Background: an optimization exercise with open tools, aiming at small area, a short achievable clock period and few clock cycles. Do not read the settings as production practice.
Function was checked by simulation only, so behaviour that the tests miss may differ from the original.
Power and IR drop assume default switching activity.

Setup of old:
Design conv_feeder, start of the top module:
module conv_feeder (
	input  logic        clk,
	input  logic        rst,
	input  logic        i_start,
	input  logic [5:0]  i_cols,
	input  logic [5:0]  i_rows,
	input  logic        i_stride,
	input  logic        i_valid,
	input  logic [31:0] i_data,
	output logic        o_full,
	output logic        o_valid,
	output logic [31:0] o_lane_data,
	output logic        o_done
);
Settings: LEC_CHECK=0, CAP_MARGIN=20, CORE_MARGIN=2, CORE_UTILIZATION=40, CTS_CLUSTER_DIAMETER=100, CTS_CLUSTER_SIZE=34, SETUP_SLACK_MARGIN=3.5, SLEW_MARGIN=20; clock period 6.0 ns.
run.sh (not shown) runs the stock make flow with config.mk's settings and CLKGATE_MAP_FILE= SYNTH_SCRIPT=/design/flow/synth_recipe.tcl, a recipe that flattens the netlist after the stock synthesis.
Having completed the whole flow, old delivered a layout that passed the timing, DRC and antenna checks.
Testbench counts of old, summed over its fixed seeds: cycles 114,913.
> inputs changed (old -> new)
# old
export LEC_CHECK = 0
export CAP_MARGIN = 20
export CORE_MARGIN = 2
export CORE_UTILIZATION = 40
export CTS_CLUSTER_DIAMETER = 100
export CTS_CLUSTER_SIZE = 34
export SETUP_SLACK_MARGIN = 3.5
export SLEW_MARGIN = 20
create_clock -name core_clock -period 6.0 [get_ports {clk}]
# new
export LEC_CHECK = 0
export CAP_MARGIN = 20
export CORE_MARGIN = 2
export CORE_UTILIZATION = 40
export CTS_BUF_LIST = sky130_fd_sc_hd__clkbuf_8
export CTS_CLUSTER_SIZE = 30
export SETUP_SLACK_MARGIN = 3.5
export SLEW_MARGIN = 20
create_clock -name core_clock -period 6.0 [get_ports {clk}]
==> results.txt <==
Fraction of power consumed by combinational cells, new and old: smaller value in new. Non-clock buffer count, new and old: smaller value in new. Comparing old with new, the global routing usage on met1 came out essentially unchanged. When new is set beside old, its final cycle utilization of the critical path turns out to be 2.8 points larger. Compared with old, new shows a post-layout minimum cycle time that is 0.17 ns higher. Compared with old, new is hungrier on power. Relative to old, the maximum frequency of new is lower by 6.2%.

* * *

run 1:
Starting RTL as in the previous note.
clock: 6.0 ns
lec_check: 0
cap_margin: 20
core_margin: 2
core_utilization: 40
cts_buf_list: sky130_fd_sc_hd__clkbuf_4 sky130_fd_sc_hd__clkbuf_8 sky130_fd_sc_hd__clkbuf_16
cts_cluster_size: 24
setup_slack_margin: 3.5
slew_margin: 20
Testbench counts of run 1, summed over its fixed seeds: cycles 114,913.
The inputs of run 2 differ from those of run 1 as listed below.
- CTS_BUF_LIST no longer set, was sky130_fd_sc_hd__clkbuf_4 sky130_fd_sc_hd__clkbuf_8 sky130_fd_sc_hd__clkbuf_16
- CTS_CLUSTER_SIZE no longer set, was 24
- SETUP_SLACK_MARGIN now 4.0, was 3.5
### Flow results
Run 2: no failed stages, no open violations at the end
Between run 2 and run 1, it is run 2 whose total design power is higher, by about 1.6%.
met1 wire length on run 2 is up relative to run 1.
Summary of run 2 over run 1: quantity of gates resized following cts up 75%; depth of the most critical reg-to-reg path up 4; met2 track utilization from global routing up 3.4 points; combinational cell fraction of total power up 1.8 points.
The worst setup slack reported for run 2 is greater than that of run 1 by 0.048 ns.
Achievable clock frequency was higher in run 2 than in run 1.
Sequential share of layout area, run 1 and run 2: lower on run 2
The wire length number comes out lower for run 1 vs run 2.
Setup changes, run 2 to run 3
- putting CTS_CLUSTER_SIZE at 30 where nothing was set
- swapping 4.0 for 3.5 in SETUP_SLACK_MARGIN
- putting CTS_CLUSTER_DIAMETER at 120 where nothing was set
Findings:
In summary, run 3 completed successfully, with a layout that passed the timing, DRC and antenna checks. Going from run 2 to run 3, post-route non-filler standard cell count shrank by a few percent. Going from run 2 to run 3, number of design-rule violations left by the first detailed-router iteration shrinks by 11%. As far as count of standard-cell rows goes, run 2 and run 3 are indistinguishable; the numbers are identical. Sort run 2 and run 3 by overall global routing resource usage, ascending, and run 3 comes first. Looking at hold slack, run 3 sits 0.019 ns higher than run 2 does. Run 3 ended up with a higher final period demand of the worst path than run 2 did. Run 3 vs. run 2: final wirelength dropped about 17%, combined area of all synthesized cells barely changed. For run 3, the capture point of the worst path was o_full, unlike run 2, where it was o_lane_data[1].

* * *

Another version of the RTL of conv_feeder (not shown whole).
Size: roughly 2400 flip-flops, ~84 I/O pins, ~62000 µm² of cells after synthesis.
clock: 6.0 ns
lec_check: 0
cap_margin: 20
core_margin: 2
core_utilization: 40
cts_cluster_diameter: 120
cts_cluster_size: 30
setup_slack_margin: 3.7
slew_margin: 20
The baseline finished with timing, DRC and antenna clean.
Testbench counts at the start, summed over its fixed seeds: cycles 114,913.
Next try:
- SETUP_SLACK_MARGIN: 3.7 -> 3.5
=> Routed wire length stays flat; global-route usage rose by 0.35 points; final cell count fell by 0.55%; total power fell by 0.76%; flip-flop and latch count stays the same.

re-timing with driven ports:
No port has a modelled driver above. Below, the same layouts with a new extraction and two added sets of constraints. Step 1, drivers: a clkbuf_16 drives clk and a buf_2 each remaining input, both assumed. Step 2 also shifts input and output timing later by t, the mid clock arrival at the registers, as if the neighbouring blocks saw the same clock. Slacks: no drivers / after step 1 / after step 2; pairs: no drivers / after step 1.
run	t, ns	slack for setup (ns)	worst setup path at the end	worst register clock-pin slew, ns
old	0.786	3.462 / 3.387 / 2.807	input to register	0.12 / 0.12
new	1.011	3.295 / 3.222 / 2.379	input to register	0.07 / 0.07
run 1	0.867	3.418 / 3.343 / 2.773	input to register	0.07 / 0.07
run 2	0.883	3.466 / 3.388 / 3.153	input to register	0.07 / 0.07
run 3	0.801	3.462 / 3.386 / 2.793	input to register	0.12 / 0.12
the first run of note 3	0.788	3.556 / 3.481 / 3.004	input to register	0.12 / 0.12
the second run of note 3	0.798	3.489 / 3.490 / 2.740	input to register	0.12 / 0.12
After both steps setup and hold are still met in every run listed. The setup slack of new, which loses most, moves by -0.073 ns with the drivers and by -0.916 ns with both steps.
